This is an optimization exercise on Yosys and OpenROAD, whose aim is small area, a short achievable clock period and few clock cycles per item, not a production implementation. The RTL was checked by simulation tests, not by an equivalence proof against the original design. Power figures rest on the tool's default switching activity, not on a simulated workload.

the reference run:
// arp_cache_aging_retry
module arp_cache_aging_retry #(
  parameter int ENTRIES  = acar_pkg::ENTRIES_DEF,
  parameter int REQUESTS = acar_pkg::REQUESTS_DEF
) (
  input  logic        clk,
  input  logic        rst,
  input  logic        valid,
  output logic        ready,
  input  logic [2:0]  opcode,
  input  logic [31:0] ip_address,
  input  logic [47:0] mac_address,
  output logic        out_valid,
  input  logic        out_ready,
  output logic [1:0]  kind,
  output logic        found,
  output logic [31:0] ip_out,
  output logic [47:0] mac_out,
  output logic        full_res,
  output logic        last,
  input  logic        cfg_valid,
  output logic        cfg_ready,
  input  logic        cfg_index,
  input  logic [7:0]  cfg_data
);
  localparam int NE = ENTRIES;
  localparam int NR = REQUESTS;
  logic [7:0]  entry_timeout;
  logic [3:0]  max_sends;
  logic        s1_v;
  logic        is_lk, is_ins, is_q, is_rr, is_re, is_clr, is_tk;   
  logic [31:0] s1_ip;
  logic [47:0] s1_mac;
  logic [NE-1:0] s1_eqc;    
  logic [NR-1:0] s1_eqr;    
  logic [NE-1:0]       c_v;
  logic [NE-1:0][31:0] c_ip;
  logic [NE-1:0][47:0] c_mac;
  logic [NE-1:0][7:0]  c_age;
  logic [NE-1:0]       c_exp;     
  logic [NE-1:0][NE-1:0] c_ord;   
  logic [NE-1:0]       c_free;    
  logic                c_full;
  logic [NR-1:0]       r_v;
  logic [NR-1:0][31:0] r_ip;
  logic [NR-1:0][3:0]  r_snd;
  logic [NR-1:0]       r_age;
  logic [NR-1:0][NR-1:0] r_ord;
  logic [NR-1:0]       r_free;
  logic                r_full;
  logic          tk;
  logic [NR-1:0] pend;
  logic [NR-1:0] nf;
  logic        ov, tv;
  logic [1:0]  h_kind, t_kind;
  logic        h_found, t_found, h_full, t_full, h_last, t_last;
  logic [31:0] h_ip, t_ip;
  logic [47:0] h_mac;
  logic [NE-1:0] t_sel;
  logic        rdy_q, cfg_rdy_q;
  assign ready     = rdy_q;
  assign cfg_ready = cfg_rdy_q;
  assign out_valid = ov;
  assign kind      = h_kind;
  assign found     = h_found;
  assign ip_out    = h_ip;
  assign mac_out   = h_mac;
  assign full_res  = h_full;
  assign last      = h_last;
  logic space, go;
  assign space = !tv;
  assign go    = s1_v && space;
  function automatic logic [NE-1:0] first_in_order(input logic [NE-1:0] m,
                                                   input logic [NE*NE-1:0] ord);
    logic [NE-1:0] f;
    for (int i = 0; i < NE; i++) begin
      f[i] = m[i];
  ...
For scale: ~2600 flip-flops.
make LEC_CHECK=0 CAP_MARGIN=20 CORE_MARGIN=2 CORE_UTILIZATION=50 CTS_CLUSTER_DIAMETER=100 CTS_CLUSTER_SIZE=20 SETUP_SLACK_MARGIN=4.85 SLEW_MARGIN=20 finish   # period 8.0 ns
run.sh (not shown) runs the stock make flow with config.mk's settings and CLKGATE_MAP_FILE= SYNTH_SCRIPT=/design/flow/synth_recipe.tcl, a recipe that flattens the netlist after the stock synthesis.
The reference run was carried through to the last stage, and its layout satisfied the timing, DRC and antenna checks.
Testbench counts of the reference run, summed over its fixed seeds: cycles 6,898, items 4,800.
[inputs] the trial run vs the reference run
# the reference run
export LEC_CHECK = 0
export CAP_MARGIN = 20
export CORE_MARGIN = 2
export CORE_UTILIZATION = 50
export CTS_CLUSTER_DIAMETER = 100
export CTS_CLUSTER_SIZE = 20
export SETUP_SLACK_MARGIN = 4.85
export SLEW_MARGIN = 20
create_clock -name core_clock -period 8.0 [get_ports {clk}]
# the trial run
export LEC_CHECK = 0
export CAP_MARGIN = 20
export CORE_MARGIN = 2
export CORE_UTILIZATION = 50
export CTS_CLUSTER_DIAMETER = 100
export CTS_CLUSTER_SIZE = 25
export SETUP_SLACK_MARGIN = 4.6
export SLEW_MARGIN = 20
create_clock -name core_clock -period 8.0 [get_ports {clk}]
Notes after the runs:
- The clock power of the trial run is lower than that of the reference run.
- Re required time of the worst setup path: the reference run and the trial run aren't equal, and the lower value belongs to the trial run.
- Proportion of cell area occupied by registers was higher in the trial run than in the reference run.
- ~same power in sequential cells in the reference run and the trial run
- Final area in the trial run is about 3.6% below the reference run.
- The reference run ended up with sky130_fd_sc_hd__dfxtp_4 as its cell with the largest stage delay on the worst path; the trial run ended up with sky130_fd_sc_hd__buf_4.
- Between the trial run and the reference run, the horizontal die dimension does not differ in any meaningful way.
- Between the reference run and the trial run, share of total power in sequential cells is higher for the trial run, the reference run comes in under that.
- Looking at wire length, the trial run sits 5.8% lower than the reference run does.
- The trial run vs the reference run: global-route wire length before repair down in the trial run


Setup of before:
Starting RTL as in the previous note.
clock: 8.0 ns
lec_check: 0
cap_margin: 20
core_margin: 2
core_utilization: 60
cts_cluster_diameter: 100
cts_cluster_size: 25
setup_slack_margin: 4.7
slew_margin: 20
Having completed the whole flow, before delivered a layout that passed the timing, DRC and antenna checks.
Testbench counts of before, summed over its fixed seeds: cycles 6,898, items 4,800.
Here is what was changed in the inputs of after compared with before.
- CORE_UTILIZATION changed from 60 to 50
### Flow results
Type of the setup path with the least slack: reg -> reg -> after, in -> reg -> before
Compared with before, after supports a higher clock frequency.
Pre-CTS setup slack, after and before: lower on before
Cmp after and before / detailed-placement wirelength estimate / lower: before
after ended with more instance area at placement than before.
Comparing after and before, instance count on the critical path is higher on after.
Wire: after routes more than before
First-iteration DRC count ended up about 4% lower on after than on before.

## what the ideal ports hide
How much do the figures lean on ideal ports? The routed layouts below were timed once more, with nothing changed but the port constraints. Step 1 sets driving cells, clkbuf_16 on the clock port and buf_2 on the other inputs (assumed; they add their load-dependent delay and slew). Step 2 moves the port delays by t, midway between the first and last clock arrival at a register: inputs arrive t later, outputs are due t later. That takes back most of the time a late clock gives input paths. a / b / c = ideal ports / drivers / drivers and shift; a / b = the first two.
run | t (ns) | setup slack, ns | worst register clock-pin slew, ns | worst slew at a driven data input, ns
the reference run | 0.966 | 4.642 / 4.642 / 3.733 | 0.10 / 0.10 | 0.19
the trial run | 0.941 | 4.353 / 4.424 / 3.483 | 0.12 / 0.12 | 0.16
before | 0.943 | 4.500 / 4.516 / 3.624 | 0.11 / 0.11 | 0.14
after | 0.940 | 4.575 / 4.575 / 3.669 | 0.12 / 0.12 | 0.11
After both steps every run listed still meets setup and hold. For the reference run, which loses most, drivers alone change the setup slack by 0.000 ns; drivers and shift together by -0.909 ns.
